This design comes from an exercise in tuning for small area on the open sky130 flow, not from production work. Only simulation tests tie the RTL to the original design; equivalence was not proved. The flow treats the clock pin as an ideal source, which a real chip does not have.

==> flow/design.v (excerpt) <==
module usbAudioFunction (
   input  wire        USB_Clk,
   input  wire        rst,
   input  wire  [3:0] endpoint,
   input  wire        outSetup,
   input  wire        outSoP,
   input  wire        outEoP,
   input  wire  [7:0] outData,
   input  wire        outValid,
   input  wire        inWaitRequest,
   input  wire        inAck,
   input  wire        error,
   input  wire        resetRequest,
   output logic [6:0] address,
   output logic       stall,
   output logic [7:0] inData,
   output logic       inReady,
   output logic       inZeroLength,
   output logic       inSequence,
   output logic       outWaitRequest,
   output logic [1:0] audio              
);
   logic        softReset;
   logic        writeMute;
   logic        writeVolumeLeft;
   logic        writeVolumeRight;
   logic        writeAltSetting;
   logic        altValue;
   logic [15:0] dataWord;
   logic        loadResponse;
   logic [1:0]  responseSize;
   logic [1:0]  getKind;
   logic        muteTarget;
   logic        volumeTarget;
   logic        leftChannel;
   logic [15:0] getValue;
   logic        getValid;
   logic        lastByte;
   logic        mute;
   logic        altSetting;
  ...
Size: about 7,000 cells after synthesis, ~4,900 flip-flops, about 44 I/O pins, about 0.11 sq mm of cells after synthesis.
clock: 10.0 ns
lec_check: 0
abc_area: 1
cap_margin: 20
core_margin: 2
core_utilization: 75
cts_cluster_diameter: 80
cts_cluster_size: 30
place_density: 0.8
slew_margin: 20
synth_memory_max_bits: 16384
run.sh (not shown) runs the stock make flow with config.mk's settings and CLKGATE_MAP_FILE= SYNTH_SCRIPT=/design/flow/synth_recipe.tcl, a recipe that flattens the netlist after the stock synthesis.
The baseline produced a clean layout.
Then changed:
==> flow/flow/run.sh (new file) <==
#!/bin/bash
# The standard layout, with clock tree synthesis told not to add dummy loads.
set -euo pipefail
export CTS_ARGS="-sink_clustering_enable -repair_clock_nets -sink_clustering_size 35 -sink_clustering_max_diameter 70 -dont_use_dummy_load"
bash standard.sh finish > flow_make.log 2>&1
==> flow/standard.sh (new file) <==
#!/bin/bash
# synth_recipe.tcl (not shown) runs the flow's synth.tcl, then flattens the netlist and writes it again
# the make line also repeats each setting of config.mk as NAME=value (left out here)
make -C /OpenROAD-flow-scripts/flow DESIGN_CONFIG=/design/flow/config.mk WORK_HOME=/design/flow/orfs CLKGATE_MAP_FILE= SYNTH_SCRIPT=/design/flow/synth_recipe.tcl "${@:-finish}"
Settings changed: CORE_UTILIZATION 75 to 70, PLACE_DENSITY 0.8 to 0.78.
removed: flow/run.sh
What happened:
- sequential share of layout area increases by 0.49 points
- wire length went down by roughly a tenth
- register-to-register slack improves by 0.14 ns
- clock skew is higher by 0.066 ns
- final area is lower slightly
- die area is higher by a little under a tenth
- setup slack improves by 0.073 ns
- global-route usage falls by 4.5 points
- non-clock buffer count falls by 6
- area after synthesis stays the same

Starting RTL as in the previous note.
Design usbAudioFunction, start of the top module:
module usbAudioFunction (
   input  wire        USB_Clk,
   input  wire        rst,
   input  wire  [3:0] endpoint,
   input  wire        outSetup,
   input  wire        outSoP,
   input  wire        outEoP,
   input  wire  [7:0] outData,
   input  wire        outValid,
   input  wire        inWaitRequest,
   input  wire        inAck,
   input  wire        error,
   input  wire        resetRequest,
   output logic [6:0] address,
   output logic       stall,
   output logic [7:0] inData,
   output logic       inReady,
   output logic       inZeroLength,
   output logic       inSequence,
   output logic       outWaitRequest,
   output logic [1:0] audio              
);
export LEC_CHECK = 0
export ABC_AREA = 1
export CAP_MARGIN = 20
export CORE_MARGIN = 2
export CORE_UTILIZATION = 70
export CTS_CLUSTER_DIAMETER = 80
export CTS_CLUSTER_SIZE = 30
export PLACE_DENSITY = 0.78
export SLEW_MARGIN = 20
export SYNTH_MEMORY_MAX_BITS = 16384
create_clock -name core_clock -period 10.0 [get_ports {USB_Clk}]
standard.sh (not shown) runs the stock make flow with config.mk's settings and CLKGATE_MAP_FILE= SYNTH_SCRIPT=/design/flow/synth_recipe.tcl, a recipe that flattens the netlist after the stock synthesis.
==> flow/flow/run.sh <==
#!/bin/bash
# The standard layout, with clock tree synthesis told not to add dummy loads.
set -euo pipefail
export CTS_ARGS="-sink_clustering_enable -repair_clock_nets -sink_clustering_size 30 -sink_clustering_max_diameter 80 -dont_use_dummy_load"
bash standard.sh finish > flow_make.log 2>&1
Rerun with:
==> flow/run.sh (new file) <==
#!/bin/bash
# synth_recipe.tcl (not shown) runs the flow's synth.tcl, then flattens the netlist and writes it again
# the make line also repeats each setting of config.mk as NAME=value (left out here)
make -C /OpenROAD-flow-scripts/flow DESIGN_CONFIG=/design/flow/config.mk WORK_HOME=/design/flow/orfs CLKGATE_MAP_FILE= SYNTH_SCRIPT=/design/flow/synth_recipe.tcl finish
removed: flow/flow/run.sh
removed: flow/standard.sh
Clock-buffer cell count came out higher by 12.
Register-to-register slack hardly moves.
Synthesized area does not change.
Cell count came out higher by 0.37%.
Routed wire length came out higher by about 0.7%.
Worst setup slack gets worse by 0.033 ns.
Clock skew came out lower by 0.055 ns.
Sequential share of layout area came out lower by 0.26 points.

port drivers added, routing unchanged:
In the flow no input, the clock included, has a driving cell. The finished layouts below were timed again as built, in two steps. Step 1: set_driving_cell puts a clkbuf_16 on USB_Clk and a buf_2 on each other input, an assumption about the parent block. Step 2, shift: input delay + t, output delay - t, t = (earliest + latest rising clock arrival at the registers) / 2. This alone moves slack from input paths to output paths. Slacks: ideal ports / drivers / drivers and shift; pairs: ideal ports / drivers.
run	t, ns	setup WS [ns]	worst setup path after step 2	pins driven straight from the clock port
the first run of note 1	0.940	4.234 / 4.147 / 4.806	input to output	1
the second run of note 1	0.905	4.307 / 4.218 / 4.821	input to output	1
the first run of note 2	0.895	4.261 / 4.175 / 4.822	input to output	1
the second run of note 2	0.932	4.228 / 4.142 / 4.820	input to output	1
After both steps setup and hold are still met in every run listed.
